This is an optimization exercise on Yosys and OpenROAD, whose aim is a short achievable clock period and few clock cycles, not a production implementation. RTL that was checked went through simulation tests only; none was proved equivalent to the original. Function not checked in runs 1 to 5: the RTL went through the layout flow alone. The clock cells of runs 3 to 6 come from the design's own scripts or RTL, not from TritonCTS. No driver is modelled on the clock port, so clock power and skew are understated where the tree is cut down; a real chip needs a root buffer or a tree.

## flow/design.v (module list and top-level ports; edited modules follow where they fit)
// module lsp_booth_pp: 144 lines
// module lsp_dadda_mac: 652 lines
// module lsp_dadda32: 519 lines
// module lsp_prev_engine: 218 lines
module lsp_prev_engine
#(
  parameter int M      = 10,
  parameter int NP     = 4,
  parameter int SHIFT  = 3,
  parameter int ADDR_W = 11,
  parameter int DATA_W = 32
) (
  input  logic              clk,
  input  logic              reset,
  input  logic              start,
  input  logic              mode,
  input  logic [ADDR_W-1:0] x_base,
  input  logic [ADDR_W-1:0] g_base,
  input  logic [ADDR_W-1:0] fp_base,
  input  logic [ADDR_W-1:0] fg_base,
  input  logic [ADDR_W-1:0] out_base,
  input  logic [DATA_W-1:0] readIn,
  output logic [ADDR_W-1:0] readAddr,
  output logic [ADDR_W-1:0] writeAddr,
  output logic [DATA_W-1:0] writeOut,
  output logic              writeEn,
  output logic              busy,
  output logic              done
);
  // ...
==> flow/flow/run.sh <==
#!/bin/bash
set -euo pipefail
bash standard.sh SETUP_SLACK_MARGIN=9.5 finish > flow_make.log 2>&1
==> flow/standard.sh <==
#!/bin/bash
# synth_recipe.tcl (not shown) runs the flow's synth.tcl, then flattens the netlist and writes it again
# the make line also repeats each setting of config.mk as NAME=value (left out here)
make -C /OpenROAD-flow-scripts/flow DESIGN_CONFIG=/design/flow/config.mk WORK_HOME=/design/flow/orfs CLKGATE_MAP_FILE= SYNTH_SCRIPT=/design/flow/synth_recipe.tcl "${@:-finish}"
==> flow/config.mk <==
export PLATFORM = sky130hd
export DESIGN_NAME = lsp_prev_engine
export DESIGN_NICKNAME = lsp_prev_engine
export VERILOG_FILES = /design/flow/design.v
export SDC_FILE = /design/flow/constraint.sdc
export NUM_CORES = 4
export LEC_CHECK = 0
export ABC_CLOCK_PERIOD_IN_PS = 3000
export CAP_MARGIN = 20
export CORE_MARGIN = 2
export CORE_UTILIZATION = 40
export SLEW_MARGIN = 20
==> flow/constraint.sdc <==
create_clock -name core_clock -period 13.0 [get_ports {clk}]
set_input_delay 2.6000 -clock core_clock [delete_from_list [all_inputs] [get_ports {clk}]]
set_output_delay 2.6000 -clock core_clock [all_outputs]
set_load 0.01 [all_outputs]
==> run summary, run 1 <==
Multi-input gate area=0.0153 mm²; vias in the first global route=20400; Layout Nets=3129; fillers=6380; Seq. cell area=0.0109 mm²; Starting Density=40.5%; Final period util=29.7%; placed cell area=0.0296 mm²; Critical R2R Launch=r_ec[13]$_DFF_P_; WL met1=32900 µm; non-clk buf share=5.12%; Worst R2R End=r_wout[0]$_DFF_P_; Hold Buf Count CTS=0; worst path bufs/invs=2; outcome=timing/DRC/antenna clean; met2 Track Usage GR=32.7%; Critical Path Stages=2; Worst Max-Slew Pin Slew=1210 ps; Critical path origin=r_wout[30]$_DFF_P_; FFs & Latches=512; Pre-antenna DRT Iters=6; nonclk buf count=174; IO Pins=148; most frequent cells in the layout=dfxtp_1, xnor2_1, inv_1, a22oi_1, fa_1; P&R area growth vs syn=14.4%; Arr. time, crit path=1270 ps; Worst Hold Path EP=r_x[9]$_DFF_P_; multi-input gate count=1710; wire length on met2=33200 µm; synthesized cell area=0.0278 mm²; initial antenna violation count=1; met3 GRT Util=3.40%; Synth area leaders=dfxtp_1, fa_1, xnor2_1; Clock Sinks=512; CP peak stage delay=380 ps
==> module lsp_prev_engine, before the edit <==
module lsp_prev_engine
#(
  parameter int M      = 10,
  parameter int NP     = 4,
  parameter int SHIFT  = 3,
  parameter int ADDR_W = 11,
  parameter int DATA_W = 32
) (
  input  logic              clk,
  input  logic              reset,
  input  logic              start,
  input  logic              mode,
  input  logic [ADDR_W-1:0] x_base,
  input  logic [ADDR_W-1:0] g_base,
  input  logic [ADDR_W-1:0] fp_base,
  input  logic [ADDR_W-1:0] fg_base,
  input  logic [ADDR_W-1:0] out_base,
  input  logic [DATA_W-1:0] readIn,
  output logic [ADDR_W-1:0] readAddr,
  output logic [ADDR_W-1:0] writeAddr,
  output logic [DATA_W-1:0] writeOut,
  output logic              writeEn,
  output logic              busy,
  output logic              done
);
  localparam logic signed [31:0] MAX_32 = 32'sh7FFF_FFFF;
  localparam logic signed [31:0] MIN_32 = 32'sh8000_0000;
  logic              r_busy, r_done, r_wen;
  logic              r_mode;           
  logic [ADDR_W-1:0] r_raddr, r_waddr, r_wptr;
  logic [ADDR_W-1:0] r_px, r_pg, r_pfp, r_pfg;
  logic [9:0]        r_rph;            
  logic [3:0]        r_rel;            
  logic              r_rlast;          
  logic [9:0]        r_ph1, r_ph2;     
  logic [3:0]        r_wcnt;
  logic              w_start;
  assign w_start = start & ~r_busy;
  logic c_isx, c_isg, c_isfp, c_isfg;    
  logic n_isx, n_isg, n_isfp, n_isfg;    
  always_comb begin
    c_isx  = r_rph[0];
    c_isg  = r_mode ? r_rph[1] : r_rph[9];
    c_isfp = r_mode ? (r_rph[2] | r_rph[4] | r_rph[6] | r_rph[8])
                    : (r_rph[1] | r_rph[3] | r_rph[5] | r_rph[7]);
    c_isfg = r_mode ? (r_rph[3] | r_rph[5] | r_rph[7] | r_rph[9])
                    : (r_rph[2] | r_rph[4] | r_rph[6] | r_rph[8]);
    n_isx  = r_rph[9] & ~r_rlast;
    n_isg  = r_mode ? r_rph[0] : r_rph[8];
    n_isfp = r_mode ? (r_rph[1] | r_rph[3] | r_rph[5] | r_rph[7])
                    : (r_rph[0] | r_rph[2] | r_rph[4] | r_rph[6]);
    n_isfg = r_mode ? (r_rph[2] | r_rph[4] | r_rph[6] | r_rph[8])
                    : (r_rph[1] | r_rph[3] | r_rph[5] | r_rph[7]);
  end
  always_ff @(posedge clk) begin
    if (!r_busy) begin
      r_mode  <= mode;
      r_px    <= x_base;
      r_pg    <= g_base;
      r_pfp   <= fp_base;
      r_pfg   <= fg_base;
      r_wptr  <= out_base;
      r_raddr <= x_base;
      r_rel   <= '0;
      r_rlast <= 1'b0;
      r_wcnt  <= '0;
    end else begin
      if (c_isx)  r_px  <= r_px + 1'b1;
      if (c_isg)  r_pg  <= r_pg + 1'b1;
      if (c_isfp) r_pfp <= r_pfp + 1'b1;
      if (c_isfg) r_pfg <= r_pfg + 1'b1;
      r_raddr <= ({ADDR_W{n_isx}}  & r_px)  | ({ADDR_W{n_isg}}  & r_pg) |
                 ({ADDR_W{n_isfp}} & r_pfp) | ({ADDR_W{n_isfg}} & r_pfg);
      if (r_rph[9]) begin
        r_rel   <= r_rel + 1'b1;
        r_rlast <= (r_rel == 4'(M - 2));
      end
      if (r_wen) begin
        r_wptr <= r_wptr + 1'b1;
        r_wcnt <= r_wcnt + 1'b1;
      end
    end
  end
  always_ff @(posedge clk) begin
    if (reset) begin
      r_busy <= 1'b0;
      r_rph  <= '0;
      r_ph1  <= '0;
      r_ph2  <= '0;
    end else begin
      r_busy <= w_start | (r_busy & ~r_done);
      r_rph  <= {r_rph[8:0], (r_rph[9] & ~r_rlast) | w_start};
      r_ph1  <= r_rph;
      r_ph2  <= r_ph1;
    end
  end
  logic signed [15:0] r_din;      
  logic [7:0]         r_one, r_two, r_neg;      
  logic [7:0]         r_negu;                   
  logic [7:0]         r_gone, r_gtwo, r_gneg;   
  logic [135:0]       r_pp;       
  logic [7:0]         r_ppneg;
  logic signed [15:0] r_x;        
  logic               r_wmin, r_wmin_d;         
  logic [32:0]        r_ts, r_tc;    
  logic               r_fv;          
  logic signed [31:0] r_acc;
  logic [15:0]        r_acct;        
  logic [31:0]        r_es, r_ec;    
  logic               r_e1v, r_e2v;
  logic w_sub;
  assign w_sub = ~r_mode;
  logic d_fin, d_init;
  always_comb begin
    d_fin  = r_mode ? r_ph2[9] : r_ph2[8];
    d_init = r_mode ? r_ph2[0] : r_ph2[1];
  end
  function automatic logic [23:0] booth_enc(input logic [15:0] v, input logic flip);
    logic [16:0] e;
    logic [7:0] one, two, neg;
    e = {v, 1'b0};
    for (int i = 0; i < 8; i++) begin
      one[i] = e[2*i+1] ^ e[2*i];
      two[i] = (e[2*i+2] & ~e[2*i+1] & ~e[2*i]) | (~e[2*i+2] & e[2*i+1] & e[2*i]);
      neg[i] = e[2*i+2] ^ flip;
    end
    booth_enc = {one, two, neg};
  endfunction
  logic [135:0] w_pp;
  lsp_booth_pp u_pp (
    .one(r_one), .two(r_two), .neg(r_neg), .b(readIn[15:0]), .pp(w_pp)
  );
  always_ff @(posedge clk) begin
    r_din    <= readIn[15:0];
    {r_one, r_two, r_neg} <= booth_enc(readIn[15:0], w_sub);
    r_negu   <= {readIn[15], readIn[13], readIn[11], readIn[9],
                 readIn[7], readIn[5], readIn[3], readIn[1]};
    r_pp     <= w_pp;
    r_ppneg  <= r_neg;
    r_x      <= r_din;
    r_wmin   <= (readIn[15:0] == 16'h8000);
    r_wmin_d <= r_wmin;
    r_gone   <= r_one;
    r_gtwo   <= r_two;
    r_gneg   <= r_negu;
  end
  logic [32:0] w_ts, w_tc;
  lsp_dadda_mac u_mul (.pp(r_pp), .neg(r_ppneg), .acc(r_acc), .s(w_ts), .c(w_tc));
  logic w_special;
  assign w_special = r_wmin & r_wmin_d;
  always_ff @(posedge clk) begin
    if (w_special) begin
      r_ts <= {r_acc[31], r_acc};
      r_tc <= w_sub ? 33'h1_8000_0001 : 33'h0_7FFF_FFFF;
    end else begin
      r_ts <= w_ts;
      r_tc <= w_tc;
    end
  end
  logic [32:0] w_t;
  logic [31:0] w_sat;
  always_comb begin
    w_t   = r_ts + r_tc;
    w_sat = (w_t[32] != w_t[31]) ? (w_t[32] ? MIN_32 : MAX_32) : w_t[31:0];
  end
  logic [31:0] w_p;
  logic [15:0] w_eres;
  always_comb begin
    w_p = r_es + r_ec;
    if (w_p[31:27] == 5'b00000 || w_p[31:27] == 5'b11111) begin
      w_eres = w_p[27:12];
    end else begin
      w_eres = w_p[31] ? 16'h8000 : 16'h7FFF;
    end
  end
  logic [135:0] w_epp;
  logic [31:0]  w_et_s, w_et_c;
  lsp_booth_pp u_epp (
    .one(r_gone), .two(r_gtwo), .neg(r_gneg), .b(r_acct), .pp(w_epp)
  );
  lsp_dadda32 u_fin (.pp(w_epp), .neg(r_gneg), .s(w_et_s), .c(w_et_c));
  logic [31:0] r_wout;
  logic        w_wen;
  assign w_wen = r_mode ? r_fv : r_e2v;
  always_ff @(posedge clk) begin
    if (d_init) begin
      r_acc <= r_mode ? 32'h0 : {r_x, 16'h0000};
    end else begin
      r_acc <= w_sat;
    end
    r_acct <= w_sat[31:16];
    r_es <= w_et_s;
    r_ec <= w_et_c;
    r_wout <= r_mode ? {{16{w_sat[31]}}, w_sat[31:16]} : {{16{w_eres[15]}}, w_eres};
    r_waddr <= r_wptr;
  end
  always_ff @(posedge clk) begin
    if (reset) begin
      r_fv   <= 1'b0;
      r_e1v  <= 1'b0;
      r_e2v  <= 1'b0;
      r_wen  <= 1'b0;
      r_done <= 1'b0;
    end else begin
      r_fv   <= d_fin;
      r_e1v  <= r_fv & ~r_mode;
      r_e2v  <= r_e1v;
      r_wen  <= w_wen;
      r_done <= w_wen & (r_wcnt == 4'(M - 1));
    end
  end
  assign readAddr  = r_raddr;
  assign writeAddr = r_waddr;
  assign writeOut  = r_wout;
  assign writeEn   = r_wen;
  assign busy      = r_busy;
  assign done      = r_done;
endmodule
==> inputs of run 2 (changes only) <==
--- a/flow/design.v
+++ b/flow/design.v
@@ -1494,7 +1494,8 @@
     .one(r_gone), .two(r_gtwo), .neg(r_gneg), .b(r_acct), .pp(w_epp)
   );
   lsp_dadda32 u_fin (.pp(w_epp), .neg(r_gneg), .s(w_et_s), .c(w_et_c));
-  logic [31:0] r_wout;
+  logic [15:0] r_wout;
+  logic        r_wsx;
   logic        w_wen;
   assign w_wen = r_mode ? r_fv : r_e2v;
   always_ff @(posedge clk) begin
@@ -1506,7 +1507,8 @@
     r_acct <= w_sat[31:16];
     r_es <= w_et_s;
     r_ec <= w_et_c;
-    r_wout <= r_mode ? {{16{w_sat[31]}}, w_sat[31:16]} : {{16{w_eres[15]}}, w_eres};
+    r_wout   <= r_mode ? w_sat[31:16] : w_eres;
+    r_wsx    <= r_mode ? w_t[32] : w_p[31];
     r_waddr <= r_wptr;
   end
   always_ff @(posedge clk) begin
@@ -1526,7 +1528,7 @@
   end
   assign readAddr  = r_raddr;
   assign writeAddr = r_waddr;
-  assign writeOut  = r_wout;
+  assign writeOut  = {{8{r_wsx}}, {8{r_wout[15]}}, r_wout};
   assign writeEn   = r_wen;
   assign busy      = r_busy;
   assign done      = r_done;
==> run 2 against run 1 <==
Net effect:
- final cell count increased by 0.79%
- still clean on timing, DRC and antenna
- global-route usage increased by 0.52 points
- critical endpoint is now writeOut[21]
==> run summary, run 2 <==
Worst path slowest cell=dfxtp_4; vias in the first global route=20400 (-0.020%); share of the synthesized area in the top cell type=32.8%; worst path bufs/invs=2 (unchanged); Main synth FF type=dfxtp_1; Routed Antenna Nets=0; Worst-Skew Late Latency=630 ps; CP startpoint kind=flop; cell count after synthesis=2724; FMAX=263 MHz; r2r worst-path depth=12; Slew Viols, Final=0; die height=268 µm; Pre-antenna DRT Iters=5 (-1); Worst R2R End=r_wout[7]$_DFF_P_; clk_skew=39.6 ps; setup violators final=0; vias per cell=5.35; Seq. cell area=0.0109 mm² (+0.23%); die area=0.0718 mm²; crit path kind=reg -> out; EDFF count, synth=56; critical path's most frequent cell=buf_6; Critical path origin=r_wout[15]$_DFF_P_; async set or reset register ratio after synthesis=0%; CTS clk-pin slew, worst paths=60 ps; Tmin final=3800 ps; DRC violations left=0; outcome=timing/DRC/antenna clean; CTS tree=yes; Syn Area/Cell=10.2 µm²; Inst Count DP=3599; IO Pins=148 (unchanged); Crit path required time=10400 ps; biggest regs=r_pp (136), r_tc (33), r_ts (33); CORE AREA=0.0688 mm²; setup TNS=0 ps; synthesized flop and latch total=513; WL per Instance=20.2 µm; fillers=6332 (-0.75%); HP Class=reg -> reg; Critical Path End=writeOut[21]; Synth area leader=dfxtp_1; P&R area growth vs syn=15.2%; Slew Limit Headroom=23.1%; num rows=96; Hold Buf Count CTS=0 (unchanged); PortBufs=131; most common cell in the netlist=dfxtp_1; most frequent cells in the layout=dfxtp_1, xnor2_1, inv_1, a22oi_1, fa_1; largest net degree at the start of global routing=87; pre-CTS setup slack=8470 ps; Synth area leaders=dfxtp_1, fa_1, xnor2_1; Chip Width=268 µm; Starting Density=40.5% (about the same); routed vias=19900; RSZ-0062 raised after global routing=true; DP HPWL=51000 µm; CTS buffer count=56; Synth Warn #=1; Arr. time, crit path=1200 ps (-70 ps); Clock Sinks=513 (+0.20%); Clock Path Buffers=3; final wirelength=75000 µm; total gr overflow=0; initial antenna violation count=2 (+1); Netlist cell types=73; max reg flops=136; most common cell after layout, fill and taps aside=dfxtp_1; Critical R2R Launch=r_ts[11]$_DFF_P_; cell chain of the critical path=buf_6, buf_6; CP peak stage delay=360 ps (-20 ps); Final period util=29.2% (-0.53 points); critical path's top delay family=flip-flops; maxcap violations=0; Critical Path Stages=2 (unchanged); sequential area share after synthesis=38.9%; final cell count without fillers=3722; Multi-input gate area=0.0154 mm² (+0.63%); gpl congestion=0.879; synthesized cell area=0.0279 mm² (+0.16%); first-pass GRT wire length=117000 µm; share of layout cells above drive strength 1=11.8%; GRT Util Overall=20.8%; Largest Register=r_pp; Crit. End Element=output port; endpoints failing hold=0; worst setup margin=9200 ps; 1st-iter DRT viols=1604; CTS Root Buffer Type=clkbuf_16; Layout Nets=3152 (+0.74%); H-tree Lvls=2; Crit Path Max Fanout=6; Reg2Reg Setup Slack=9570 ps; Worst Max-Slew Pin Slew=1150 ps (-55.6 ps); Post-synth top cells=dfxtp_1, xnor2_1, inv_1
## run 2: what timing repair did
item | CTS | global route
setup endpoints to repair | 253 | 124
resized for setup | 324 | 62
pin swaps | 2 | 6
buffers inserted | 10 | 5
## run 2: cells by family after synthesis
logic type	share of synthesized area, %
AO/OA/AOI/OAI	15.5
flip-flops	38.9
buffers and inverters	6.64
XOR/XNOR	11.9
AND/OR/NAND/NOR	6.24
adder cells (fa/ha/maj)	19.8
multiplexers	1.07
## run 2: layout make-up
| cell class | count | area share, % |
|---|---|---|
| inverters | 261 | 3.05 |
| well taps | 931 | 3.63 |
| flip-flops and latches | 513 | 34.0 |
| clock inverters | 30 | 1.42 |
| repair buffers | 174 | 4.84 |
| clock buffers | 75 | 5.06 |
| multi-input cells | 1736 | 48.0 |
| diodes | 2 | 0.0156 |
## run 2: worst min path at each step
stage	to	cells after the start	start	slack (ps)
after detailed placement	r_x[8]$_DFF_P_	0	r_din[8]$_DFF_P_	310
final	r_x[7]$_DFF_P_	0	r_negu[3]$_DFF_P_	320
after CTS	r_x[8]$_DFF_P_	0	r_din[8]$_DFF_P_	330
after floorplan	r_gneg[7]$_DFF_P_	0	r_din[15]$_DFF_P_	310
after global placement	r_x[12]$_DFF_P_	0	r_din[12]$_DFF_P_	310
after global routing	r_x[5]$_DFF_P_	0	r_negu[2]$_DFF_P_	330
## run 2: stage by stage
stage	utilization, %	hold slack (ps)	instance area (µm²)
after floorplan	-	310	27900
after detailed placement	43.1	312	29700
after global routing	46.6	330	32100
after global placement	43.1	311	29700
after CTS	46.3	327	31800
final	46.7	325	32100
## run 2: layer usage
metal	vias to the layer above	GRT usage, %	part of all wire [%]
met1	9813	28.1	44
li1	9188	-	-
met3	130	4.31	8.1
met5	-	0	0
met4	0	6.46	2.3
met2	788	33.6	45
==> inputs of run 3 (changes only) <==
--- a/flow/design.v
+++ b/flow/design.v
@@ -1340,7 +1340,8 @@
 );
   localparam logic signed [31:0] MAX_32 = 32'sh7FFF_FFFF;
   localparam logic signed [31:0] MIN_32 = 32'sh8000_0000;
-  logic              r_busy, r_done, r_wen;
+  logic              r_busy, r_done, r_wen;   
+  logic              r_idle;           
   logic              r_mode;           
   logic [ADDR_W-1:0] r_raddr, r_waddr, r_wptr;
   logic [ADDR_W-1:0] r_px, r_pg, r_pfp, r_pfg;
@@ -1350,7 +1351,8 @@
   logic [9:0]        r_ph1, r_ph2;     
   logic [3:0]        r_wcnt;
   logic              w_start;
-  assign w_start = start & ~r_busy;
+  logic              w_wen;            
+  assign w_start = start & r_idle;
   logic c_isx, c_isg, c_isfp, c_isfg;    
   logic n_isx, n_isg, n_isfp, n_isfg;    
   always_comb begin
@@ -1368,7 +1370,7 @@
                     : (r_rph[1] | r_rph[3] | r_rph[5] | r_rph[7]);
   end
   always_ff @(posedge clk) begin
-    if (!r_busy) begin
+    if (r_idle) begin
       r_mode  <= mode;
       r_px    <= x_base;
       r_pg    <= g_base;
@@ -1390,7 +1392,7 @@
         r_rel   <= r_rel + 1'b1;
         r_rlast <= (r_rel == 4'(M - 2));
       end
-      if (r_wen) begin
+      if (w_wen) begin
         r_wptr <= r_wptr + 1'b1;
         r_wcnt <= r_wcnt + 1'b1;
       end
@@ -1399,11 +1401,13 @@
   always_ff @(posedge clk) begin
     if (reset) begin
       r_busy <= 1'b0;
+      r_idle <= 1'b1;
       r_rph  <= '0;
       r_ph1  <= '0;
       r_ph2  <= '0;
     end else begin
-      r_busy <= w_start | (r_busy & ~r_done);
+      r_busy <= w_start | (~r_idle & ~r_done);
+      r_idle <= (r_idle & ~start) | (~r_idle & r_done);
       r_rph  <= {r_rph[8:0], (r_rph[9] & ~r_rlast) | w_start};
       r_ph1  <= r_rph;
       r_ph2  <= r_ph1;
@@ -1417,6 +1421,9 @@
   logic [7:0]         r_ppneg;
   logic signed [15:0] r_x;        
   logic               r_wmin, r_wmin_d;         
+  logic               r_sg1, r_nz1;             
+  logic               r_gsg, r_gnz;             
+  logic               r_psign;                  
   logic [32:0]        r_ts, r_tc;    
   logic               r_fv;          
   logic signed [31:0] r_acc;
@@ -1458,6 +1465,10 @@
     r_gone   <= r_one;
     r_gtwo   <= r_two;
     r_gneg   <= r_negu;
+    r_sg1    <= readIn[15];
+    r_nz1    <= (readIn[15:0] != 16'h0000);
+    r_gsg    <= r_sg1;
+    r_gnz    <= r_nz1;
   end
   logic [32:0] w_ts, w_tc;
   lsp_dadda_mac u_mul (.pp(r_pp), .neg(r_ppneg), .acc(r_acc), .s(w_ts), .c(w_tc));
@@ -1495,8 +1506,7 @@
   );
   lsp_dadda32 u_fin (.pp(w_epp), .neg(r_gneg), .s(w_et_s), .c(w_et_c));
   logic [15:0] r_wout;
-  logic        r_wsx;
-  logic        w_wen;
+  logic        r_wsx, r_wsy;
   assign w_wen = r_mode ? r_fv : r_e2v;
   always_ff @(posedge clk) begin
     if (d_init) begin
@@ -1509,6 +1519,8 @@
     r_ec <= w_et_c;
     r_wout   <= r_mode ? w_sat[31:16] : w_eres;
     r_wsx    <= r_mode ? w_t[32] : w_p[31];
+    r_wsy    <= r_mode ? w_t[32] : r_psign;
+    r_psign  <= r_gnz & (r_acct != 16'h0000) & (r_gsg ^ r_acct[15]);
     r_waddr <= r_wptr;
   end
   always_ff @(posedge clk) begin
@@ -1528,7 +1540,7 @@
   end
   assign readAddr  = r_raddr;
   assign writeAddr = r_waddr;
-  assign writeOut  = {{8{r_wsx}}, {8{r_wout[15]}}, r_wout};
+  assign writeOut  = {{6{r_wsy}}, {5{r_wsx}}, {5{r_wout[15]}}, r_wout};
   assign writeEn   = r_wen;
   assign busy      = r_busy;
   assign done      = r_done;
==> flow/flow/run.sh (replaced) <==
#!/bin/bash
# The standard layout (standard.sh), with:
#  - repair_timing aiming for a large setup margin (the SDC and its clock
#    period are unchanged) and resizing not limited to the same footprint;
set -euo pipefail
bash standard.sh SETUP_SLACK_MARGIN=9.6 MATCH_CELL_FOOTPRINT=0 \
  PRE_CTS_TCL="$PWD/flow/cts_tree.tcl" finish > flow_make.log 2>&1
==> flow/flow/cts_tree.tcl (new file) <==
# PRE_CTS hook: replaces clock_tree_synthesis with a two-level clock tree.
# The clock port drives up to four root clkbuf_16 (its fanout limit), each
# at the centre of the leaf buffers it drives: one leaf clkbuf_16 per
# cluster of nearby registers
# (k-means on the placed register positions); each leaf drives its cluster.
# Every register gets the same two buffers on its clock path.

proc my_two_level_tree { args } {
  set per_leaf 24
  if { [info exists ::env(TREE_SINKS_PER_LEAF)] } {
    set per_leaf $::env(TREE_SINKS_PER_LEAF)
  }
  set db [ord::get_db]
  set block [ord::get_db_block]
  set clknet [$block findNet clk]
  set master [$db findMaster sky130_fd_sc_hd__clkbuf_16]

  # registers' clock pins and their positions
  set sinks {}
  foreach it [$clknet getITerms] {
    set inst [$it getInst]
    set bb [$inst getBBox]
    set x [expr {([$bb xMin] + [$bb xMax]) / 2.0}]
    set y [expr {([$bb yMin] + [$bb yMax]) / 2.0}]
    lappend sinks [list $it $x $y]
  }
  set n [llength $sinks]
  set k [expr {max(1, int(ceil(double($n) / $per_leaf)))}]
  puts "tree: $n sinks, $k leaf buffers"

  # k-means, seeded by sorting on x then y in strips
  set sorted [lsort -real -index 1 $sinks]
  set cx {}; set cy {}
  for {set c 0} {$c < $k} {incr c} {
    set s [lindex $sorted [expr {int(($c + 0.5) * $n / $k)}]]
    lappend cx [lindex $s 1]; lappend cy [lindex $s 2]
  }
  set assign [lrepeat $n 0]
  for {set iter 0} {$iter < 40} {incr iter} {
    # balanced assignment: each cluster takes at most cap sinks
    set cap [expr {int(ceil(double($n) / $k)) + 2}]
    set cnt [lrepeat $k 0]
    set pairs {}
    for {set i 0} {$i < $n} {incr i} {
      set s [lindex $sinks $i]
      set x [lindex $s 1]; set y [lindex $s 2]
      set d {}
      for {set c 0} {$c < $k} {incr c} {
        lappend d [list $c [expr {abs($x - [lindex $cx $c]) + abs($y - [lindex $cy $c])}]]
      }
      set d [lsort -real -index 1 $d]
      # regret: how much worse the second choice is
      set reg [expr {[llength $d] > 1 ? [lindex $d 1 1] - [lindex $d 0 1] : 0}]
      lappend pairs [list $i $reg $d]
    }
    set pairs [lsort -real -decreasing -index 1 $pairs]
    foreach p $pairs {
      set i [lindex $p 0]
      foreach cd [lindex $p 2] {
        set c [lindex $cd 0]
        if {[lindex $cnt $c] < $cap} {
          lset assign $i $c
          lset cnt $c [expr {[lindex $cnt $c] + 1}]
          break
        }
      }
    }
    set sx [lrepeat $k 0.0]; set sy [lrepeat $k 0.0]
    for {set i 0} {$i < $n} {incr i} {
      set c [lindex $assign $i]
      set s [lindex $sinks $i]
      lset sx $c [expr {[lindex $sx $c] + [lindex $s 1]}]
      lset sy $c [expr {[lindex $sy $c] + [lindex $s 2]}]
    }
    for {set c 0} {$c < $k} {incr c} {
      if {[lindex $cnt $c] > 0} {
        lset cx $c [expr {[lindex $sx $c] / [lindex $cnt $c]}]
        lset cy $c [expr {[lindex $sy $c] / [lindex $cnt $c]}]
      }
    }
  }

  set nr [expr {min(4, $k)}]
  set lsorted {}
  for {set c 0} {$c < $k} {incr c} {
    lappend lsorted [list $c [lindex $cx $c] [lindex $cy $c]]
  }
  set lsorted [lsort -real -index 1 $lsorted]
  set rx {}; set ry {}
  for {set r 0} {$r < $nr} {incr r} {
    set s [lindex $lsorted [expr {int(($r + 0.5) * $k / $nr)}]]
    lappend rx [lindex $s 1]; lappend ry [lindex $s 2]
  }
  set lgrp [lrepeat $k 0]
  for {set iter 0} {$iter < 40} {incr iter} {
    set rcap [expr {int(ceil(double($k) / $nr)) + 1}]
    set rcnt [lrepeat $nr 0]
    set pairs {}
    for {set c 0} {$c < $k} {incr c} {
      set d {}
      for {set r 0} {$r < $nr} {incr r} {
        lappend d [list $r [expr {abs([lindex $cx $c] - [lindex $rx $r]) + abs([lindex $cy $c] - [lindex $ry $r])}]]
      }
      set d [lsort -real -index 1 $d]
      set reg [expr {[llength $d] > 1 ? [lindex $d 1 1] - [lindex $d 0 1] : 0}]
      lappend pairs [list $c $reg $d]
    }
    set pairs [lsort -real -decreasing -index 1 $pairs]
    foreach p $pairs {
      set c [lindex $p 0]
      foreach rd [lindex $p 2] {
        set r [lindex $rd 0]
        if {[lindex $rcnt $r] < $rcap} {
          lset lgrp $c $r
          lset rcnt $r [expr {[lindex $rcnt $r] + 1}]
          break
        }
      }
    }
    set sx [lrepeat $nr 0.0]; set sy [lrepeat $nr 0.0]
    for {set c 0} {$c < $k} {incr c} {
      set r [lindex $lgrp $c]
      lset sx $r [expr {[lindex $sx $r] + [lindex $cx $c]}]
      lset sy $r [expr {[lindex $sy $r] + [lindex $cy $c]}]
    }
    for {set r 0} {$r < $nr} {incr r} {
      if {[lindex $rcnt $r] > 0} {
        lset rx $r [expr {[lindex $sx $r] / [lindex $rcnt $r]}]
        lset ry $r [expr {[lindex $sy $r] / [lindex $rcnt $r]}]
      }
    }
  }
  set rootnets {}
  for {set r 0} {$r < $nr} {incr r} {
    set root [odb::dbInst_create $block $master clkbuf_root_$r]
    $root setLocation [expr {int([lindex $rx $r])}] [expr {int([lindex $ry $r])}]
    $root setPlacementStatus PLACED
    set rootnet [odb::dbNet_create $block clknet_root_$r]
    $rootnet setSigType CLOCK
    [$root findITerm A] connect $clknet
    [$root findITerm X] connect $rootnet
    lappend rootnets $rootnet
  }

  set leafnets {}
  for {set c 0} {$c < $k} {incr c} {
    set b [odb::dbInst_create $block $master clkbuf_leaf_$c]
    $b setLocation [expr {int([lindex $cx $c])}] [expr {int([lindex $cy $c])}]
    $b setPlacementStatus PLACED
    set net [odb::dbNet_create $block clknet_leaf_$c]
    $net setSigType CLOCK
    [$b findITerm A] connect [lindex $rootnets [lindex $lgrp $c]]
    [$b findITerm X] connect $net
    lappend leafnets $net
  }
  puts "tree: leaves per root $rcnt"
  for {set i 0} {$i < $n} {incr i} {
    set it [lindex [lindex $sinks $i] 0]
    $it disconnect
    $it connect [lindex $leafnets [lindex $assign $i]]
  }
  puts "tree: cluster sizes $cnt"
}

rename clock_tree_synthesis my_orig_clock_tree_synthesis
proc clock_tree_synthesis { args } {
  my_two_level_tree
}
--- a/flow/config.mk
+++ b/flow/config.mk
@@ -8,5 +8,5 @@
 export ABC_CLOCK_PERIOD_IN_PS = 3000
 export CAP_MARGIN = 20
 export CORE_MARGIN = 2
-export CORE_UTILIZATION = 40
+export CORE_UTILIZATION = 55
 export SLEW_MARGIN = 20
==> run 3 against run 2 <==
Net effect:
- utilization increased by 16 points
- first-iteration DRC count increased by 14%
- worst setup slack improved by 300 ps
- flip-flop and latch count increased by 5
- final cell count decreased by 4.7%
- still clean
- clock skew increased by 5.7 ps
- sequential share of layout area increased by 0.15 points
- critical path type unchanged
- wire length increased by 9.9%
- critical endpoint is now writeOut[18]
- register-to-register slack improved by 130 ps
- worst hold slack improved by 5.1 ps
==> run summary, run 3 <==
DRC violations left=0 (unchanged); Compound-Gate Fraction of Synth Area=16.0% (+0.43 points); PortBufs=131 (unchanged); die height=233 µm (-13%); Crit Path Max Fanout=6 (unchanged); Tmin final=3500 ps (-301 ps); Post-synth top cells=dfxtp_1, xnor2_1, inv_1; biggest regs=r_pp (136), r_tc (33), r_ts (33); Seq. cell area=0.0111 mm² (+1.5%); first-pass GRT wire length=127000 µm (+8.9%); outcome=timing/DRC/antenna clean; synthesized flop and latch total=518 (+0.97%); xor-xnor portion of the synthesized cell area=11.7% (-0.17 points); IO Pins=148 (unchanged); Arr. time, crit path=900 ps (-300 ps); Slew Limit Headroom=17.3% (-5.8 points); cell count after synthesis=2861 (+5.0%); Synth Warn #=1 (unchanged); main combinational cell family by area after synthesis=adder cells; setup TNS=0 ps (unchanged); maxcap violations=0 (unchanged); Crit path required time=10400 ps (about the same); Layout Nets=3279 (+4.0%); largest net degree at the start of global routing=107 (+23%); Hold Buf Count CTS=0 (unchanged); most frequent cells in the layout=dfxtp_1, xnor2_1, inv_1, fa_1, a22oi_1; max reg flops=136 (unchanged); Synth area leaders=dfxtp_1, fa_1, xnor2_1; setup violators final=0 (unchanged); placed cell area=0.0302 mm² (+1.9%); Synth area leader=dfxtp_1; worst path bufs/invs=1 (-1); initial antenna violation count=4 (+2); Worst Max-Slew Pin Slew=1240 ps (+87.2 ps); DP HPWL=55300 µm (+8.5%); RSZ-0062 raised after global routing=true; Final Cell Area=0.0324 mm² (+1.0%); Starting Density=55.9% (+15 points); vias per cell=5.94 (+11%); async set or reset register ratio after synthesis=0% (unchanged); mux share of post-synthesis cell area=1.15% (+0.079 points); CORE AREA=0.0515 mm² (-25%); Hold Path Cell Cnt=0 (unchanged); P&R area growth vs syn=12.6%; final wirelength=82400 µm (+9.9%); EDFF count, synth=56 (unchanged); CTS clk-pin slew, worst paths=90 ps (+30 ps); Final period util=26.9% (-2.3 points); HP Class=reg -> reg; CP peak stage delay=400 ps (+40 ps); Multi-input gate area=0.0165 mm² (+6.9%); endpoints failing hold=0 (unchanged); GRT Util Overall=30.3% (+9.5 points); synthesized cell area=0.0288 mm² (+3.3%); most common cell after layout, fill and taps aside=dfxtp_1; vias in the first global route=21400 (+4.5%); share of the synthesized area in the top cell type=32.1% (-0.70 points); WL per Instance=23.2 µm (+15%); share of layout cells above drive strength 1=13.7% (+1.8 points); post-synthesis adder-cell area fraction=19.0% (-0.74 points); sequential area share after synthesis=38.0% (-0.89 points); Syn Area/Cell=10.1 µm² (-1.7%); r2r worst-path depth=9 (-3); clk_skew=45.3 ps (+5.71 ps); Largest Register=r_pp; Netlist cell types=89 (+22%); total gr overflow=0 (unchanged); crit path kind=reg -> out; Slew Viols, Final=0 (unchanged); Critical Path Stages=1 (-1); cell chain of the critical path=buf_2; WHS=330 ps (+5.07 ps); num rows=83 (-14%); Main synth FF type=dfxtp_1; FMAX=286 MHz (+8.6%); 1st-iter DRT viols=1835 (+14%); routed vias=21100 (+5.9%); most common cell in the netlist=dfxtp_1; Worst-Skew Late Latency=360 ps (-270 ps); die area=0.0542 mm² (-25%); post-synthesis simple-gate area fraction=7.43% (+1.2 points); Chip Width=233 µm (-13%); fillers=4219 (-33%); Routed Antenna Nets=0 (unchanged); CP startpoint kind=flop; Worst path slowest cell=dfxtp_4; Crit. End Element=output port; Pre-antenna DRT Iters=6 (+1); gpl congestion=0.914 (+4.0%); critical path's top delay family=flip-flops
==> run 3: cell count changes after synthesis, sizes merged, moves of 18 or more <==
| cell | previous run | this run |
|---|---|---|
| a21oi | 130 | 104 |
| nand2 | 95 | 165 |
| nor2 | 118 | 100 |
| o21ai | 106 | 143 |
==> run 3: layout make-up <==
type | count | share of cell area [%]
multi-input combinational | 1851 | 50.8
sequential | 518 | 34.1
timing repair buffer | 211 | 7.38
inverter | 261 | 3.03
tap | 680 | 2.62
buffer | 26 | 2.01
antenna | 1 | 0.00772
==> run 3: path summary, 6_finish.rpt <==
check                           slack, ps          endpoint          startpoint
worst max-delay path                 9500      writeOut[18]  r_wout[15]$_DFF_P_
worst min-delay path                  330    r_x[1]$_DFF_P_   r_negu[0]$_DFF_P_
worst max register to register       9700  r_es[20]$_DFF_P_   r_gtwo[2]$_DFF_P_
worst min register to register        330    r_x[1]$_DFF_P_   r_negu[0]$_DFF_P_
==> run 3: worst reg2reg max path, cell delays in order, from the launching register on <==
cell and delay, ps:
dfxtp_4 500, o21ai_0 150, xnor2_1 200, fa_1 560, inv_1 60, fa_1 550, inv_1 60, fa_1 530
inv_1 50, fa_1 520
==> run 3: kinds of logic (layout without fill, tap and decap cells) <==
logic type | count (synthesis) | after routing
AO/OA/AOI/OAI | 670 | 670
flip-flops | 518 | 518
buffers and inverters | 492 | 498
AND/OR/NAND/NOR | 447 | 447
XOR/XNOR | 384 | 384
adder cells (fa/ha/maj) | 320 | 320
multiplexers | 30 | 30
other | 0 | 1
==> run 3: through the flow <==
| stage | utilization (%) | std cells | setup slack [ps] |
|---|---|---|---|
| 2_1_floorplan | - | 2861 | 9590 |
| 3_3_place_gp | 58.7 | 3475 | 8420 |
| 3_5_place_dp | 58.7 | 3475 | 8400 |
| 4_1_cts | 63.0 | 3537 | 9480 |
| 5_1_grt | 63.0 | 3548 | 9460 |
| 6_report | 63.0 | 3548 | 9500 |
==> run 3: timing repair <==
action / 4_1_cts / 5_1_grt
cloned: 12 / 0
resized for setup: 406 / 197
pin swaps: 19 / 4
setup endpoints to repair: 383 / 128
setup buffers: 24 / 10
==> run 3: layer usage <==
layer  GRT usage (%)  routed length [µm]
met1            44.5               36600
met3            5.04                7490
met2            46.4               36000
met4            7.92                2360
met5               0                  26
==> inputs of run 4 (changes only) <==
==> flow/flow/run.sh (replaced) <==
#!/bin/bash
# The standard layout (standard.sh), with:
#  - repair_timing aiming for a large setup margin (the SDC and its clock
#    period are unchanged) and resizing not limited to the same footprint;
set -euo pipefail
bash standard.sh SETUP_SLACK_MARGIN=9.6 MATCH_CELL_FOOTPRINT=0 \
  PRE_CTS_TCL="$PWD/flow/cts_tree.tcl" TREE_SINKS_PER_LEAF=16 finish > flow_make.log 2>&1
==> run 4 against run 3 <==
Net effect:
- still clean on timing, DRC and antenna
- first-iteration DRC count increased by 6.5%
- worst hold slack got worse by 5.8 ps
- global-route usage grew 0.13 points
- register-to-register slack worse by 20 ps
- synthesized area stayed put
- die area did not move
- wire length is 1.1% higher
- critical path type unchanged
==> run summary, run 4 <==
outcome=timing/DRC/antenna clean; Crit Path Max Fanout=6 (unchanged); Largest Register=r_pp; routed vias=21300 (+0.94%); CTS clk-pin slew, worst paths=70 ps (-20 ps); Crit. End Element=output port; setup violators final=0 (unchanged); pre-CTS setup slack=8400 ps (unchanged); async set or reset register ratio after synthesis=0% (unchanged); Pre-antenna DRT Iters=6 (unchanged); worst setup margin=9500 ps (-5.06 ps); Slew Viols, Final=0 (unchanged); first-pass GRT wire length=128000 µm (+0.49%); Final period util=26.9% (+0.039 points); Hold Buf Count CTS=0 (unchanged); synthesized flop and latch total=518 (unchanged); Reg2Reg Setup Slack=9680 ps (-20 ps); HP Class=reg -> reg; fillers=4199 (-0.47%); critical path's top delay family=flip-flops; Synth Warn #=1 (unchanged); Post-synth top cells=dfxtp_1, xnor2_1, inv_1; CP startpoint kind=flop; most common cell after layout, fill and taps aside=dfxtp_1; Worst Max-Slew Pin Slew=1230 ps (-12.7 ps); Tmin final=3500 ps (+5.06 ps); CORE AREA=0.0515 mm² (unchanged); total gr overflow=0 (unchanged); share of the synthesized area in the top cell type=32.1% (unchanged); IO Pins=148 (unchanged); Synth area leader=dfxtp_1; final wirelength=83300 µm (+1.1%); Netlist cell types=89 (unchanged); EDFF count, synth=56 (unchanged); FMAX=286 MHz (-0.14%); Layout Nets=3311 (+0.98%); endpoints failing hold=0 (unchanged); die height=233 µm (unchanged); max reg flops=136 (unchanged); die area=0.0542 mm² (unchanged); PortBufs=131 (unchanged); vias per cell=5.95 (about the same); maxcap violations=0 (unchanged); Syn Area/Cell=10.1 µm² (unchanged); Slew Limit Headroom=18.1% (+0.85 points); Worst path slowest cell=dfxtp_4; sequential area share after synthesis=38.0% (unchanged); 1st-iter DRT viols=1955 (+6.5%); share of layout cells above drive strength 1=14.8% (+1.2 points); Routed Antenna Nets=0 (unchanged); initial antenna violation count=4 (unchanged); num rows=83 (unchanged); Chip Width=233 µm (unchanged); biggest regs=r_pp (136), r_tc (33), r_ts (33); GRT Util Overall=30.5% (+0.13 points); DRC violations left=0 (unchanged); setup TNS=0 ps (unchanged); Arr. time, crit path=900 ps (about the same); synthesized cell area=0.0288 mm² (unchanged); WL per Instance=23.3 µm (+0.16%); P&R area growth vs syn=14.3%; most common cell in the netlist=dfxtp_1; RSZ-0062 raised after global routing=true; gpl congestion=0.914 (unchanged); Main synth FF type=dfxtp_1; Worst-Skew Late Latency=390 ps (+30 ps); Synth area leaders=dfxtp_1, fa_1, xnor2_1; crit path kind=reg -> out; vias in the first global route=21400 (+0.23%); clk_skew=62.9 ps (+17.7 ps); Inst Count DP=3475 (unchanged); Starting Density=55.9% (unchanged); largest net degree at the start of global routing=107 (unchanged); cell count after synthesis=2861 (unchanged); DP HPWL=55300 µm (unchanged); most frequent cells in the layout=dfxtp_1, xnor2_1, inv_1, fa_1, a22oi_1; CP peak stage delay=400 ps (about the same); worst path bufs/invs=1 (unchanged); Crit path required time=10400 ps (about the same); cell chain of the critical path=buf_2; final cell count without fillers=3580 (+0.90%)
-- run 4: cell count changes in the layout (fill, tap and decap cells not counted), sizes merged --
cell and delta:
and2 +1, buf +7, clkbuf +24, clkdlybuf4s50 -4, dlymetal6s2s +4
-- run 4: cell families after synthesis --
group           synth area share [%]
compound gates                  16.0
xor+xnor                        11.7
fa+ha+maj                       19.0
buf+inv                         6.74
flops                           38.0
mux                             1.15
simple gates                    7.43
-- run 4: routing by layer --
metal	part of all wire [%]	GRT usage [%]
met1	45	44.7
met4	2.7	6.85
met5	0.031	0
met3	9.1	5.58
met2	43	46.7
-- run 4: worst paths after layout --
path / from / endpoint / cells after the start
worst max-delay path: r_wout[15]$_DFF_P_ / writeOut[18] / 1
worst min-delay path: r_negu[3]$_DFF_P_ / r_x[7]$_DFF_P_ / 0
worst max register to register: r_acct[1]$_DFF_P_ / r_es[14]$_DFF_P_ / 8
worst min register to register: r_negu[3]$_DFF_P_ / r_x[7]$_DFF_P_ / 0
-- run 4: cell type report --
type,count,area [µm²],area share [%]
Multi-Input combinational cell,1852,16500,50.2
Sequential cell,518,11100,33.6
Timing Repair Buffer,231,2560,7.77
Inverter,261,985,2.99
Buffer,37,926,2.81
Tap cell,680,851,2.59
Antenna cell,1,2.50,0.00760
-- run 4: what timing repair did --
item / CTS / global route
gates cloned: 14 / 1
resized for setup: 413 / 191
setup buffers: 26 / 26
pin swaps: 26 / 8
endpoints found under the setup margin: 383 / 132
-- run 4: stage by stage --
step | utilization, % | hold WS, ps | cell area, µm²
after CTS | 63.6 | 312 | 32800
final | 63.9 | 324 | 32900
after global routing | 63.9 | 325 | 32900
after global placement | 58.7 | 310 | 30300
after detailed placement | 58.7 | 312 | 30200
after floorplan | - | 310 | 28800
==> inputs of run 5 (changes only) <==
--- a/flow/design.v
+++ b/flow/design.v
@@ -1474,19 +1474,41 @@
   lsp_dadda_mac u_mul (.pp(r_pp), .neg(r_ppneg), .acc(r_acc), .s(w_ts), .c(w_tc));
   logic w_special;
   assign w_special = r_wmin & r_wmin_d;
-  always_ff @(posedge clk) begin
+  logic [32:0] w_ss, w_sc;
+  always_comb begin
     if (w_special) begin
-      r_ts <= {r_acc[31], r_acc};
-      r_tc <= w_sub ? 33'h1_8000_0001 : 33'h0_7FFF_FFFF;
+      w_ss = {r_acc[31], r_acc};
+      w_sc = w_sub ? 33'h1_8000_0001 : 33'h0_7FFF_FFFF;
     end else begin
-      r_ts <= w_ts;
-      r_tc <= w_tc;
+      w_ss = w_ts;
+      w_sc = w_tc;
     end
   end
+  always_ff @(posedge clk) begin
+    r_ts <= w_ss ^ w_sc;
+    r_tc <= w_ss & w_sc;
+  end
   logic [32:0] w_t;
   logic [31:0] w_sat;
+  logic [6:0][32:0] w_kg;
+  logic [6:0][32:0] w_kp;
+  logic [32:0] w_cy;           
   always_comb begin
-    w_t   = r_ts + r_tc;
+    w_kg[0] = r_tc;
+    w_kp[0] = r_ts;
+    for (int l = 1; l <= 6; l++) begin
+      for (int i = 0; i < 33; i++) begin
+        if (i >= (1 << (l - 1))) begin
+          w_kg[l][i] = w_kg[l-1][i] | (w_kp[l-1][i] & w_kg[l-1][i - (1 << (l - 1))]);
+          w_kp[l][i] = w_kp[l-1][i] & w_kp[l-1][i - (1 << (l - 1))];
+        end else begin
+          w_kg[l][i] = w_kg[l-1][i];
+          w_kp[l][i] = w_kp[l-1][i];
+        end
+      end
+    end
+    w_cy  = {w_kg[6][31:0], 1'b0};
+    w_t   = r_ts ^ w_cy;
     w_sat = (w_t[32] != w_t[31]) ? (w_t[32] ? MIN_32 : MAX_32) : w_t[31:0];
   end
   logic [31:0] w_p;
==> flow/flow/run.sh (replaced) <==
#!/bin/bash
# The standard layout (standard.sh), with:
#  - repair_timing aiming for a large setup margin (the SDC and its clock
#    period are unchanged) and resizing not limited to the same footprint;
set -euo pipefail
bash standard.sh SETUP_SLACK_MARGIN=9.6 MATCH_CELL_FOOTPRINT=0 \
  PRE_CTS_TCL="$PWD/flow/cts_tree.tcl" finish > flow_make.log 2>&1
==> run 5 against run 4 <==
Net effect:
- first-iteration DRC count shrank 5.4%
- worst setup slack lost 73 ps
- still clean on timing, DRC and antenna
- critical path depth grew 11
- die area shrank 0.28%
- critical endpoint is now r_ts[17]$_DFF_P_
- global-route usage shrank 0.061 points
- clock skew grew 6.4 ps
==> run summary, run 5 <==
routed vias=21100 (-1.1%); Compound-Gate Fraction of Synth Area=15.9% (-0.076 points); Largest Register=r_pp; share of layout cells above drive strength 1=15.0% (+0.17 points); cell chain of the critical path=fa_1, inv_1, fa_1, inv_2, fa_1, inv_2, fa_1, inv_2, fa_2, nand2_1, o21ai_2, ha_1; share of the synthesized area in the top cell type=32.1% (about the same); setup violators final=0 (unchanged); largest net degree at the start of global routing=76 (-29%); FMAX=280 MHz (-2.0%); initial antenna violation count=1 (-3); most common cell in the netlist=dfxtp_1; PortBufs=131 (unchanged); vias in the first global route=21700 (+1.3%); most common cell after layout, fill and taps aside=dfxtp_1; async set or reset register ratio after synthesis=0% (unchanged); fillers=4316 (+2.8%); Synth Warn #=1 (unchanged); max reg flops=136 (unchanged); setup TNS=0 ps (unchanged); DP HPWL=54300 µm (-1.9%); EDFF count, synth=56 (unchanged); xor-xnor portion of the synthesized cell area=11.7% (about the same); Routed Antenna Nets=0 (unchanged); WL per Instance=23.0 µm (-1.1%); final wirelength=82300 µm (-1.2%); P&R area growth vs syn=14.4% (about the same); Worst Max-Slew Pin Slew=1300 ps (+71.2 ps); synthesized flop and latch total=517 (-0.19%); sequential area share after synthesis=38.0% (+0.039 points); RSZ-0062 raised after global routing=true; vias per cell=5.89 (-0.94%); post-synthesis simple-gate area fraction=6.64% (-0.79 points); mux share of post-synthesis cell area=1.07% (-0.075 points); Pre-antenna DRT Iters=6 (unchanged); CP peak stage delay=550 ps (+150 ps); Netlist cell types=81 (-9.0%); critical path's most frequent cell=fa_1; Final Cell Area=0.0328 mm² (-0.21%); CORE AREA=0.0515 mm² (unchanged); Slew Viols, Final=0 (unchanged); Worst path slowest cell=fa_2; biggest regs=r_pp (136), r_ts (33); min-delay src=r_din[2]$_DFF_P_; Final period util=27.5% (+0.56 points); Crit path required time=13230 ps (+2830 ps); die height=232 µm (-0.14%); 1st-iter DRT viols=1850 (-5.4%); Chip Width=232 µm (-0.14%); Worst-Skew Late Latency=390 ps (about the same); die area=0.0540 mm² (-0.28%); Hold Buf Count CTS=0 (unchanged); IO Pins=148 (unchanged); maxcap violations=0 (unchanged); Post-synth top cells=dfxtp_1, inv_1, xnor2_1; Synth area leader=dfxtp_1; Crit Path Max Fanout=1 (-5); Layout Nets=3305 (-0.18%); Critical path origin=r_pp[46]$_DFF_P_; num rows=83 (unchanged); DRC violations left=0 (unchanged); outcome=timing/DRC/antenna clean; most frequent cells in the layout=dfxtp_1, inv_1, xnor2_1, fa_1, a22oi_1; Starting Density=55.7% (-0.16 points); cell count after synthesis=2857 (-0.14%); HP Class=reg -> reg; gpl congestion=0.970 (+6.1%); Crit. End Element=flop; Multi-input gate area=0.0163 mm² (-1.2%); total gr overflow=0 (unchanged); first-pass GRT wire length=127000 µm (-0.83%); crit path kind=reg -> reg; Main synth FF type=dfxtp_1; Synth area leaders=dfxtp_1, fa_1, xnor2_1; endpoints failing hold=0 (unchanged); Seq. cell area=0.0110 mm² (-0.26%); GRT Util Overall=30.4% (-0.061 points); Syn Area/Cell=10.0 µm² (-0.15%); synthesized cell area=0.0287 mm² (-0.29%); CP startpoint kind=flop; Critical R2R Launch=r_pp[46]$_DFF_P_; post-synthesis adder-cell area fraction=19.0% (about the same); Slew Limit Headroom=13.4% (-4.8 points); CTS clk-pin slew, worst paths=100 ps (+30 ps); placed cell area=0.0303 mm² (about the same); Arr. time, crit path=3810 ps (+2910 ps); clk_skew=69.3 ps (+6.38 ps); main combinational cell family by area after synthesis=adder cells; Tmin final=3580 ps (+73.0 ps)
==> run 5: logic make-up (layout without fill, tap and decap cells) <==
kind of cell,Yosys count,count (layout)
adder cells (fa/ha/maj),319,319
flip-flops,517,517
multiplexers,28,28
AND/OR/NAND/NOR,407,407
XOR/XNOR,384,384
AO/OA/AOI/OAI,647,647
buffers and inverters,555,591
other,0,1
==> run 5: final timing paths <==
kind | endpoint | slack, ps | cells past startpoint
max | r_ts[17]$_DFF_P_ | 9420 | 12
min | r_x[2]$_DFF_P_ | 310 | 0
max reg2reg | r_ts[17]$_DFF_P_ | 9420 | 12
min reg2reg | r_x[2]$_DFF_P_ | 310 | 0
==> run 5: through the flow <==
step / cells / utilization [%] / setup WS, ps / hold slack, ps
floorplan: 2857 / - / 9590 / 310
global placement: 3488 / 58.7 / 8420 / 311
detailed placement: 3488 / 58.7 / 8430 / 312
CTS: 3561 / 63.5 / 9390 / 312
global route: 3573 / 63.8 / 9270 / 314
finish: 3574 / 63.8 / 9420 / 306
==> run 5: area by class of cell <==
class / instances / area share [%]
antenna: 1 / 0.00762
buffer: 26 / 1.98
inverter: 337 / 3.85
multi-input combinational: 1785 / 49.7
sequential: 517 / 33.6
tap: 680 / 2.59
timing repair buffer: 228 / 8.24
==> run 5: metal layers <==
layer	track usage, %	up-vias	routed length, µm
li1	-	9553	-
met1	41.2	10500	34600
met2	49.3	815	38000
met3	4.34	181	6030
met4	11.8	0	3690
met5	0	-	0
==> run 5: worst max-delay path: cells and delay by family (launching register included) <==
kind            cells  cell delay, ps
compound gates      1              90
flops               1             340
simple gates        1              60
fa+ha+maj           6            2790
buf+inv             4             170
==> run 5: repair_timing <==
| action | 4_1_cts | 5_1_grt |
|---|---|---|
| setup buffers | 31 | 11 |
| setup endpoints to repair | 370 | 115 |
| pin swaps | 37 | 18 |
| gates resized for setup | 438 | 227 |
| cloned | 16 | 0 |
==> inputs of run 6 (changes only) <==
--- a/flow/design.v
+++ b/flow/design.v
@@ -1421,9 +1421,6 @@
   logic [7:0]         r_ppneg;
   logic signed [15:0] r_x;        
   logic               r_wmin, r_wmin_d;         
-  logic               r_sg1, r_nz1;             
-  logic               r_gsg, r_gnz;             
-  logic               r_psign;                  
   logic [32:0]        r_ts, r_tc;    
   logic               r_fv;          
   logic signed [31:0] r_acc;
@@ -1465,50 +1462,24 @@
     r_gone   <= r_one;
     r_gtwo   <= r_two;
     r_gneg   <= r_negu;
-    r_sg1    <= readIn[15];
-    r_nz1    <= (readIn[15:0] != 16'h0000);
-    r_gsg    <= r_sg1;
-    r_gnz    <= r_nz1;
   end
   logic [32:0] w_ts, w_tc;
   lsp_dadda_mac u_mul (.pp(r_pp), .neg(r_ppneg), .acc(r_acc), .s(w_ts), .c(w_tc));
   logic w_special;
   assign w_special = r_wmin & r_wmin_d;
-  logic [32:0] w_ss, w_sc;
-  always_comb begin
+  always_ff @(posedge clk) begin
     if (w_special) begin
-      w_ss = {r_acc[31], r_acc};
-      w_sc = w_sub ? 33'h1_8000_0001 : 33'h0_7FFF_FFFF;
+      r_ts <= {r_acc[31], r_acc};
+      r_tc <= w_sub ? 33'h1_8000_0001 : 33'h0_7FFF_FFFF;
     end else begin
-      w_ss = w_ts;
-      w_sc = w_tc;
+      r_ts <= w_ts;
+      r_tc <= w_tc;
     end
   end
-  always_ff @(posedge clk) begin
-    r_ts <= w_ss ^ w_sc;
-    r_tc <= w_ss & w_sc;
-  end
   logic [32:0] w_t;
   logic [31:0] w_sat;
-  logic [6:0][32:0] w_kg;
-  logic [6:0][32:0] w_kp;
-  logic [32:0] w_cy;           
   always_comb begin
-    w_kg[0] = r_tc;
-    w_kp[0] = r_ts;
-    for (int l = 1; l <= 6; l++) begin
-      for (int i = 0; i < 33; i++) begin
-        if (i >= (1 << (l - 1))) begin
-          w_kg[l][i] = w_kg[l-1][i] | (w_kp[l-1][i] & w_kg[l-1][i - (1 << (l - 1))]);
-          w_kp[l][i] = w_kp[l-1][i] & w_kp[l-1][i - (1 << (l - 1))];
-        end else begin
-          w_kg[l][i] = w_kg[l-1][i];
-          w_kp[l][i] = w_kp[l-1][i];
-        end
-      end
-    end
-    w_cy  = {w_kg[6][31:0], 1'b0};
-    w_t   = r_ts ^ w_cy;
+    w_t   = r_ts + r_tc;
     w_sat = (w_t[32] != w_t[31]) ? (w_t[32] ? MIN_32 : MAX_32) : w_t[31:0];
   end
   logic [31:0] w_p;
@@ -1528,7 +1499,12 @@
   );
   lsp_dadda32 u_fin (.pp(w_epp), .neg(r_gneg), .s(w_et_s), .c(w_et_c));
   logic [15:0] r_wout;
-  logic        r_wsx, r_wsy;
+  logic        w_wsign;
+  assign w_wsign = r_mode ? w_t[32] : w_p[31];
+  logic [15:0] w_wsx;
+  for (genvar i = 0; i < 16; i++) begin : g_sx
+    lsp_sign_reg u_sx (.clk(clk), .d(w_wsign), .q(w_wsx[i]));
+  end
   assign w_wen = r_mode ? r_fv : r_e2v;
   always_ff @(posedge clk) begin
     if (d_init) begin
@@ -1540,9 +1516,6 @@
     r_es <= w_et_s;
     r_ec <= w_et_c;
     r_wout   <= r_mode ? w_sat[31:16] : w_eres;
-    r_wsx    <= r_mode ? w_t[32] : w_p[31];
-    r_wsy    <= r_mode ? w_t[32] : r_psign;
-    r_psign  <= r_gnz & (r_acct != 16'h0000) & (r_gsg ^ r_acct[15]);
     r_waddr <= r_wptr;
   end
   always_ff @(posedge clk) begin
@@ -1562,8 +1535,15 @@
   end
   assign readAddr  = r_raddr;
   assign writeAddr = r_waddr;
-  assign writeOut  = {{6{r_wsy}}, {5{r_wsx}}, {5{r_wout[15]}}, r_wout};
+  assign writeOut  = {w_wsx, r_wout};
   assign writeEn   = r_wen;
   assign busy      = r_busy;
   assign done      = r_done;
 endmodule
+module lsp_sign_reg (
+  input  logic clk,
+  input  logic d,
+  output logic q
+);
+  always_ff @(posedge clk) q <= d;
+endmodule
--- a/flow/config.mk
+++ b/flow/config.mk
@@ -8,5 +8,6 @@
 export ABC_CLOCK_PERIOD_IN_PS = 3000
 export CAP_MARGIN = 20
 export CORE_MARGIN = 2
-export CORE_UTILIZATION = 55
+export CORE_UTILIZATION = 65
 export SLEW_MARGIN = 20
+export SYNTH_HIERARCHICAL = 1
==> run 6 against run 5 <==
Net effect:
- still clean
- flip-flop and latch count rose by 15
- clock skew fell by 20 ps
- worst hold slack improved by 9.0 ps
- via count rose by 1.6%
- register-to-register slack improved by 250 ps
- final area rose by 0.59%
- utilization rose by 5.9 points
==> run summary, run 6 <==
outcome=timing/DRC/antenna clean; Main synth FF type=dfxtp_1; synthesized cell area=0.0310 mm² (+8.1%); synthesized flop and latch total=532 (+2.9%); gpl congestion=0.894 (-7.8%); Final period util=26.3% (-1.2 points); setup violators final=0 (unchanged); met2 Track Usage GR=51.2% (+1.9 points); sequential area share after synthesis=36.1% (-1.9 points); crit path kind=reg -> out; Layout Nets=3331 (+0.79%); Crit. End Element=output port; setup TNS=0 ps (unchanged); r2r worst-path depth=8 (-4); 1st-iter DRT viols=2171 (+17%); Synth Warn #=8 (+7); share of the synthesized area in the top cell type=30.7% (-1.4 points); FMAX=293 MHz (+4.6%); largest net degree at the start of global routing=104 (+37%); share of layout cells above drive strength 1=14.7% (-0.28 points); Pre-antenna DRT Iters=6 (unchanged); final wirelength=79800 µm (-3.1%); DP HPWL=52700 µm (-2.9%); Hold Path Cell Cnt=0 (unchanged); worst path bufs/invs=1 (-3); EDFF count, synth=56 (unchanged); CTS clk-pin slew, worst paths=100 ps (about the same); most common cell after layout, fill and taps aside=dfxtp_1; Slew Viols, Final=0 (unchanged); fillers=3648 (-15%); cell chain of the critical path=buf_6; Crit path required time=10400 ps (-2830 ps); initial antenna violation count=1 (unchanged); Arr. time, crit path=820 ps (-2990 ps); Syn Area/Cell=10.3 µm² (+2.7%); Worst-Skew Late Latency=380 ps (about the same); Chip Width=223 µm (-4.3%); P&R area growth vs syn=6.46%; PortBufs=131 (unchanged); vias per cell=6.06 (+2.9%); Tmin final=3420 ps (-159 ps); Starting Density=65.4% (+9.7 points); Routed Antenna Nets=0 (unchanged); vias in the first global route=22000 (+1.5%); most common cell in the netlist=dfxtp_1; Post-synth top cells=dfxtp_1, inv_1, xnor2_1; GR peak layer=met2; async set or reset register ratio after synthesis=0% (unchanged); biggest regs=r_pp (136), r_tc (33), r_ts (33); Crit Path Max Fanout=2 (+1); Netlist cell types=87 (+7.4%); WL per Instance=22.6 µm (-1.9%); Critical Path Stages=1 (-11); CORE AREA=0.0474 mm² (-7.9%); routed vias=21400 (+1.6%); DRC violations left=0 (unchanged); most frequent cells in the layout=dfxtp_1, inv_1, xnor2_1, fa_1, a22oi_1; first-pass GRT wire length=124000 µm (-1.7%); Seq. cell area=0.0113 mm² (+2.6%); endpoints failing hold=0 (unchanged); cell count after synthesis=3008 (+5.3%); HP Class=reg -> reg; GR Util met1=43.9% (+2.8 points); Synth area leader=dfxtp_1; num rows=80 (-3.6%); CP peak stage delay=350 ps (-200 ps); Slew Limit Headroom=21.3% (+8.0 points); clk_skew=49.8 ps (-19.5 ps); Worst Max-Slew Pin Slew=1180 ps (-119 ps); total gr overflow=0 (unchanged); GRT Util Overall=31.9% (+1.5 points); IO Pins=148 (unchanged); Final Cell Area=0.0330 mm² (+0.59%); CP startpoint kind=flop; ant diodes=0 (-1); max reg flops=136 (unchanged); maxcap violations=0 (unchanged); met3 GRT Util=5.90% (+1.6 points); Synth area leaders=dfxtp_1, fa_1, xnor2_1; Worst path slowest cell=dfxtp_2; RSZ-0062 raised after global routing=true; die area=0.0495 mm² (-8.4%); Hold Buf Count CTS=0 (unchanged); placed cell area=0.0308 mm² (+1.9%); Largest Register=r_pp; die height=223 µm (-4.3%); critical path's top delay family=flip-flops; Multi-input gate area=0.0165 mm² (+0.83%)
run 6: changes by cell type after synthesis, moves of 16 or more:
cell | before | now
clkbuf_1 | 172 | 48
buf_6 | 3 | 68
a22oi_2 | 0 | 46
buf_4 | 18 | 176
a22oi_1 | 265 | 211
mux2_2 | 22 | 38
xnor2_1 | 285 | 305
buf_2 | 4 | 35
xor2_1 | 98 | 74
run 6: worst paths after layout:
check | start | end | slack, ps
worst max-delay path | r_done$_SDFF_PP0_ | done | 9580
worst min-delay path | r_negu[6]$_DFF_P_ | r_x[13]$_DFF_P_ | 310
worst max register to register | r_gone[6]$_DFF_P_ | r_es[18]$_DFF_P_ | 9670
worst min register to register | r_negu[6]$_DFF_P_ | r_x[13]$_DFF_P_ | 310
run 6: modules after synthesis (local to each module, per instance):
module | flops+latches | times used
lsp_booth_pp | 0 | 2
lsp_dadda32 | 0 | 1
lsp_dadda_mac | 0 | 1
lsp_prev_engine | 516 | 1
lsp_sign_reg | 1 | 16
run 6: timing repair:
item                                    4_1_cts  5_1_grt
endpoints found under the setup margin      376      107
gates cloned                                 13        0
buffers inserted                             34       10
pin swaps                                    15        8
resized for setup                           355      206
run 6: cell type report:
type | instances | share of cell area [%]
plain buffers | 27 | 2.04
inverters | 326 | 3.72
multi-input cells | 1812 | 49.8
flip-flops and latches | 532 | 34.3
well taps | 615 | 2.33
repair buffers | 218 | 7.80
run 6: per-stage QoR:
stage / worst slack (ps) / hold slack [ps] / std cells / util [%]
4_1_cts: 9470 / 312 / 3520 / 69.6
3_3_place_gp: 8490 / 310 / 3446 / 65.0
5_1_grt: 9560 / 334 / 3530 / 69.6
6_report: 9580 / 315 / 3530 / 69.6
3_5_place_dp: 8520 / 312 / 3446 / 65.0
2_1_floorplan: 9660 / 310 / 3009 / -
run 6: logic make-up (layout without fill, tap and decap cells):
| group | count (synthesis) | after routing | synth area share [%] |
|---|---|---|---|
| flops | 532 | 532 | 36.1 |
| other cells | 3 | 4 | 0.0363 |
| xor+xnor | 379 | 379 | 10.7 |
| buf+inv | 665 | 571 | 12.1 |
| fa+ha+maj | 324 | 324 | 17.9 |
| simple gates | 412 | 412 | 6.39 |
| compound gates | 651 | 651 | 15.3 |
| mux | 42 | 42 | 1.51 |
run 6: per-layer routing:
| metal | up-vias | part of all wire (%) |
|---|---|---|
| li1 | 9658 | - |
| met1 | 10500 | 43 |
| met2 | 982 | 45 |
| met3 | 209 | 8.4 |
| met4 | 0 | 3.8 |
| met5 | - | 0 |
Testbench counts of run 6, summed over its fixed seeds: cycles 20,262.

## re-timing with driven ports
How much do the figures lean on ideal ports? The routed layouts below were timed once more, with nothing changed but the port constraints. Step 1, drivers: a clkbuf_16 drives clk and a buf_2 each remaining input, both assumed. Step 2 adds t to the input delays and takes it off the output delays; t is the mean of the earliest and latest rising clock arrival at the registers after step 1. Input paths then give back, and output paths get back, about the clock's delay inside the block. a / b / c = ideal ports / drivers / drivers and shift; a / b = the first two.
run	shift t [ns]	slack for setup (ns)	worst register clock-pin slew, ns
run 1	0.687	9.133 / 9.074 / 9.008	0.07 / 0.07
run 2	0.670	9.202 / 9.146 / 8.876	0.06 / 0.06
run 3	0.471	9.503 / 9.374 / 9.414	0.10 / 0.10
run 4	0.484	9.498 / 9.371 / 9.431	0.08 / 0.08
run 5	0.483	9.425 / 9.358 / 9.388	0.11 / 0.11
run 6	0.470	9.583 / 9.467 / 9.443	0.11 / 0.11
After both steps every run listed still meets setup and hold. For run 2, which loses most, drivers alone change the setup slack by -0.056 ns; drivers and shift together by -0.326 ns.
